Background: an optimization exercise with open tools, aiming at small area and a short achievable clock period. Do not read the settings as production practice. In this exercise RTL edits were held to simulation tests only and were not proved equivalent to the original. Power figures rest on the tool's default switching activity, not on a simulated workload.

`design/flow/run.sh`:
```
#!/bin/bash
# synth_recipe.tcl (not shown) runs the flow's synth.tcl, then flattens the netlist and writes it again
# the make line also repeats each setting of config.mk as NAME=value (left out here)
make -C /OpenROAD-flow-scripts/flow DESIGN_CONFIG=/design/flow/config.mk WORK_HOME=/design/flow/orfs CLKGATE_MAP_FILE= SYNTH_SCRIPT=/design/flow/synth_recipe.tcl finish
```
`design/flow/config.mk`:
```
export PLATFORM = sky130hd
export DESIGN_NAME = mem_writeback_buffer
export DESIGN_NICKNAME = mem_writeback_buffer
export VERILOG_FILES = /design/flow/design.v
export SDC_FILE = /design/flow/constraint.sdc
export NUM_CORES = 4
export LEC_CHECK = 0
export CAP_MARGIN = 20
export CORE_MARGIN = 2
export CORE_UTILIZATION = 40
export SLEW_MARGIN = 20
```
`design/flow/constraint.sdc`:
```
create_clock -name core_clock -period 7.5 [get_ports {clk}]
set_input_delay 1.5000 -clock core_clock [delete_from_list [all_inputs] [get_ports {clk}]]
set_output_delay 1.5000 -clock core_clock [all_outputs]
set_load 0.01 [all_outputs]
```
`design/flow/design.v`:
```
module mem_writeback_buffer #(
  parameter int ADDR_W = 9,
  parameter int DATA_W = 32,
  parameter int DEPTH  = 8
) (
  input  logic                     clk,
  input  logic                     rst_n,
  input  logic [3:0]               wr_valid,
  input  logic [ADDR_W-1:0]        wr_addr0,
  input  logic [ADDR_W-1:0]        wr_addr1,
  input  logic [ADDR_W-1:0]        wr_addr2,
  input  logic [ADDR_W-1:0]        wr_addr3,
  input  logic [DATA_W-1:0]        wr_data0,
  input  logic [DATA_W-1:0]        wr_data1,
  input  logic [DATA_W-1:0]        wr_data2,
  input  logic [DATA_W-1:0]        wr_data3,
  output logic                     wb_stall,
  input  logic                     mem_ready,
  output logic                     mem_we,
  output logic [ADDR_W-1:0]        mem_addr,
  output logic [DATA_W-1:0]        mem_data,
  input  logic [ADDR_W-1:0]        rd_addr1,
  input  logic [ADDR_W-1:0]        rd_addr2,
  output logic                     fwd_hit1,
  output logic [DATA_W-1:0]        fwd_data1,
  output logic                     fwd_hit2,
  output logic [DATA_W-1:0]        fwd_data2,
  output logic [$clog2(DEPTH):0]   occupancy,
  output logic                     overflow
);
  localparam int ENT_W = ADDR_W + DATA_W;
  logic [2:0] rd_ptr_q, wr_ptr_q;
  logic [3:0] count_q;
  logic       overflow_q;
  logic [7:0][ENT_W-1:0] ent_q;    
  logic [ENT_W-1:0] src [4];
  assign src[0] = {wr_addr0, wr_data0};
  assign src[1] = {wr_addr1, wr_data1};
  assign src[2] = {wr_addr2, wr_data2};
  assign src[3] = {wr_addr3, wr_data3};
  assign wb_stall = count_q[3] | (count_q[2] & |count_q[1:0]);
  logic acc;
  assign acc = ~wb_stall;
  logic [1:0] pos [4];
  assign pos[0] = 2'd0;
  assign pos[1] = {1'b0, wr_valid[0]};
  assign pos[2] = 2'(wr_valid[0] + wr_valid[1]);
  assign pos[3] = 2'(wr_valid[0] + wr_valid[1] + wr_valid[2]);
  logic [2:0] n_enq;
  assign n_enq = acc ? 3'(wr_valid[0] + wr_valid[1] + wr_valid[2] + wr_valid[3]) : 3'd0;
  logic pop;
  assign pop = (count_q != 4'd0) & mem_ready;
  logic [ENT_W-1:0] bank_d [4];
  logic [3:0]       bank_we;
  logic [3:0]       bank_row;
  always_comb begin
    for (int b = 0; b < 4; b++) begin
      logic [1:0] off;
      logic [2:0] slot;
      off  = 2'(b) - wr_ptr_q[1:0];
      slot = wr_ptr_q + 3'(off);
      bank_row[b] = slot[2];
      bank_we[b]  = (n_enq > 3'(off));
      bank_d[b]   = '0;
      for (int s = 0; s < 4; s++)
        if (wr_valid[s] && pos[s] == off) bank_d[b] = bank_d[b] | src[s];
    end
  end
  always_ff @(posedge clk) begin
    for (int b = 0; b < 4; b++)
      for (int r = 0; r < 2; r++)
        if (bank_we[b] && bank_row[b] == r[0]) ent_q[r*4+b] <= bank_d[b];
  end
  always_ff @(posedge clk or negedge rst_n) begin
    if (!rst_n) begin
      rd_ptr_q   <= '0;
      wr_ptr_q   <= '0;
      count_q    <= '0;
      overflow_q <= 1'b0;
    end else begin
      rd_ptr_q   <= rd_ptr_q + 3'(pop);
      wr_ptr_q   <= wr_ptr_q + n_enq;
      count_q    <= count_q + 4'(n_enq) - 4'(pop);
      overflow_q <= overflow_q | (wb_stall & (|wr_valid));
    end
  end
  logic [2:0] age [8];
  logic [7:0] live;
  always_comb
    for (int i = 0; i < 8; i++) begin
      age[i]  = 3'(i) - rd_ptr_q;
      live[i] = {1'b0, age[i]} < count_q;
    end
  always_comb begin
    logic [ENT_W-1:0] h;
    h = '0;
    for (int i = 0; i < 8; i++)
      if (rd_ptr_q == 3'(i) && count_q != 4'd0) h = h | ent_q[i];
    mem_addr = h[ENT_W-1:DATA_W];
    mem_data = h[DATA_W-1:0];
  end
  assign mem_we    = (count_q != 4'd0);
  assign occupancy = count_q;
  assign overflow  = overflow_q;
  logic [7:0][7:0] younger;
  always_comb
    for (int i = 0; i < 8; i++)
      for (int j = 0; j < 8; j++)
        younger[i][j] = age[j] > age[i];
  function automatic logic [DATA_W:0] lookup(input logic [ADDR_W-1:0] a,
                                             input logic [7:0][ENT_W-1:0] e,
                                             input logic [7:0] lv,
                                             input logic [7:0][7:0] yg);
    logic [7:0] m;
    logic [DATA_W-1:0] d;
    d = '0;
    for (int i = 0; i < 8; i++) m[i] = lv[i] && (e[i][ENT_W-1:DATA_W] == a);
    for (int i = 0; i < 8; i++)
      if (m[i] && !(|(m & yg[i]))) d = d | e[i][DATA_W-1:0];
    lookup = {(|m), d};
  endfunction
  assign {fwd_hit1, fwd_data1} = lookup(rd_addr1, ent_q, live, younger);
  assign {fwd_hit2, fwd_data2} = lookup(rd_addr2, ent_q, live, younger);
endmodule
```
==> results.tsv <==
metric	value	unit
delay-heaviest family, CP	simple AND/OR/NAND/NOR gates	
DIE HEIGHT	247.1	µm
worst-margin pin slew	1.120	ns
post-cts gate resize count	0	
Fmax achieved	138.4	MHz
Tot GR Track Use	0.4021	
R2R depth	10	
LEAKAGE	10.62	nW
cell area after synthesis	23630	µm²
final setup fails	0	
CORE AREA	58690	µm²
unrepaired setup endpoints after global routing	no	
min Tclk post-route	7.224	ns
routability cong.	0.9792	
via count	24680	
vias in the first global route	23980	
cell mode on critical path	clkdlybuf4s50_1	
Area Growth Syn to Fin	25.22	%
initial antenna violation count	5	
floorplan row count	89	
worst reg2reg endpoint	ent_q[208]	
top-level I/O count	303	
I/O Buffers	302	
dpl hpwl	83060	µm
count of cell types in the netlist	77	
clock skew	0.02209	ns
Syn. warnings	5	
PwrDens	512.4	nW/µm²
Post-synth EDFFs	328	
minimum hold slack	0.4941	ns
Worst Hold Class	reg -> reg	
slowest cell on the critical path	clkdlybuf4s50_1	
status	no timing/DRC/antenna violations	
Worst setup SP type	input pin	
Most Crowded Layer GR	met2	
max-slew violations	0	
FF-to-FF setup slack	2.81	ns
largest net degree at the start of global routing	42	
GRT Residual Overflow	0	
post-route ant nets	0	
CTS tree	yes	
Worst Hold Endpoint	overflow_q	
Rel. slew slack	0.2534	
clk sinks	339	
total of max-cap violations	0	
Final period util	0.9632	
setup ws final	0.2757	ns
layout cells sized above 1	0.1090	
Clock transition at path regs	0.06	ns
die area	61050	µm²
crit path capture type	output pin	
Peak VDD IR	0.5455	mV
CTS Buf Count	42	
Residual DRC	0	
nets@finish	2826	
die width	247.1	µm
Max clock buf depth	3	
WL/cell	37.02	µm
setup TNS	0	ns
H-tree depth	2	
DRT iter0 DRCs	4780	
clock latency (worst-skew pair)	0.60	ns
commonest cells after routing, fill and taps aside	328 x edfxtp_1, 302 x clkdlybuf4s50_1, 287 x a22oi_1, 200 x nand2_1, 167 x nand3_1	
Worst Hold Launch	overflow_q	
CTS root buf	clkbuf_16	
setup bufs post-CTS	0	
Post-synth ARST share	0.03245	
FILL cells	5171	
Final Hold Violating Endpoints	0	
flops & latches, synth	339	
Critical path buffers and inverters	2	
crit-path max FO	11	
routed vias/inst	7.312	
first-pass GRT wire length	175700	µm
Syn Nets	2542	
WL final	124900	µm
Setup WS pre-CTS	0.4499	ns
CTS Hold Bufs	0	
most common cell after layout, fill and taps aside	edfxtp_1	
CP cell instances	clkdlybuf4s50_1 > xor2_1 > nor4_1 > and3_1 > nand2_1 > a2111oi_4 > and2_1 > a22oi_1 > nand4_1 > clkdlybuf4s50_1	
grt met1 use	0.5523	
syn avg cell area	10.37	µm²
required time of the critical path	6.00	ns
hold path depth	1	
post-synth top area cell	edfxtp_1	
register area share after synthesis	0.4284	
Worst Path Arrival	5.72	ns
DR pass1 iterations	10	
largest cells by area after synthesis	edfxtp_1 42%, a22oi_1 9.1%, a22o_1 4.0%, ha_1 3.7%, a221o_1 3.6%	
ys flop type	edfxtp_1	
R2R Path Start	count_q[2]	
Mapped Cells	2280	
post-synth top area share	0.4168	
met3 GRT Util	0.1136	
Crit Path Class	in -> out	
slowest cell delay on critical path	0.77	ns
met2 Resource Use GR	0.5871	
Initial Util	0.4027	
Yosys cell counts, types with 46 or more instances:
cell type and instances:
a21oi_1 64, a221o_1 85, a222oi_1 63, a22o_1 109
a22oi_1 287, clkbuf_1 148, edfxtp_1 328, ha_1 69
inv_1 50, nand2_1 200, nand3_1 167, nand4_1 81
nor2_1 46, xnor2_1 90, xor2_1 73
where the power goes:
group	internal [W]	leakage (nW)	total, W	switching [W]
Sequential	0.00381	3.21	0.00497	0.00116
Combinational	0.00268	6.72	0.00809	0.00541
Clock	0.00126	0.685	0.00210	0.000845
Total	0.00775	10.6	0.0152	0.00742
per-stage QoR:
stage	area (µm²)	std cells	total power, W	util
2_1_floorplan	23630	2280	0.008734	-
3_3_place_gp	28170	3293	0.01268	0.4800
3_5_place_dp	28170	3293	0.01273	0.4800
4_1_cts	29580	3369	0.01484	0.5040
5_1_grt	29590	3372	0.01566	0.5042
6_report	29590	3375	0.01517	0.5043
sequential cells by signal, indices dropped and copies added (netlist names):
name,flops
overflow_q,1
count_q,4
rd_ptr_q,3
ent_q,328
wr_ptr_q,3
cell families after synthesis:
kind of cell               after synthesis  share of synthesized area
AOI/OAI and AO/OA                      768                     0.2719
xor gates and xnor gates               166                    0.06247
and+or+nand+nor                        678                     0.1492
DFF                                    339                     0.4284
adders and majority gates               73                    0.03992
buffers and inverters                  256                    0.04812
area by class of cell:
type / instances / area (µm²) / area share
diodes: 6 / 15.01 / 0.0005073
clock buffers: 49 / 1099 / 0.03712
clock inverters: 27 / 312.8 / 0.01057
inverters: 50 / 187.7 / 0.006342
multi-input cells: 1685 / 12610 / 0.4261
flip-flops and latches: 339 / 10120 / 0.3421
well taps: 773 / 967.2 / 0.03268
repair buffers: 446 / 4279 / 0.1446
worst reg2reg max path: stages (launching register included):
cell and delay, ns:
dfrtp_1 0.39, inv_1 0.33, nor2_1 0.10, nor2_1 0.76, nand2_1 0.53, inv_1 0.34
ha_1 0.30, nand2_1 0.07, o21ai_0 0.27, a21oi_4 0.83, buf_4 0.44
per-layer routing:
metal	routed length, µm	up-vias	share of wire
li1	-	9877	-
met1	48460	12000	0.39
met2	52780	2339	0.42
met3	17610	461	0.14
met4	6056	4	0.048
met5	27	-	0.00022
how the worst max path moves through the flow:
stage	end	cells past startpoint	from
after CTS	fwd_data2[13]	15	rd_ptr_q[1]
after detailed placement	fwd_data2[13]	10	rd_addr2[4]
after global routing	fwd_data2[13]	15	rd_ptr_q[1]
after global placement	fwd_data2[29]	11	rd_addr2[4]
after floorplan	ent_q[287]	9	wr_valid[0]
final	fwd_data2[13]	10	rd_addr2[4]

[port drivers added, routing unchanged]
In the flow no input, the clock included, has a driving cell. The finished layout below was timed again as built, in two steps. Step 1, drivers: a clkbuf_16 drives clk and a buf_2 each remaining input, both assumed. Step 2 moves the port delays by t, midway between the first and last clock arrival at a register: inputs arrive t later, outputs are due t later. That takes back most of the time a late clock gives input paths. Slacks: no drivers / after step 1 / after step 2; pairs: no drivers / after step 1.
shift t [ns]: 0.653
setup WS [ns]: 0.276 / 0.232 / 0.251
worst slew at a driven data input, ns: 0.14
After both steps this run still meets setup and hold. For this run, drivers alone change the setup slack by -0.044 ns; drivers and shift together by -0.025 ns.
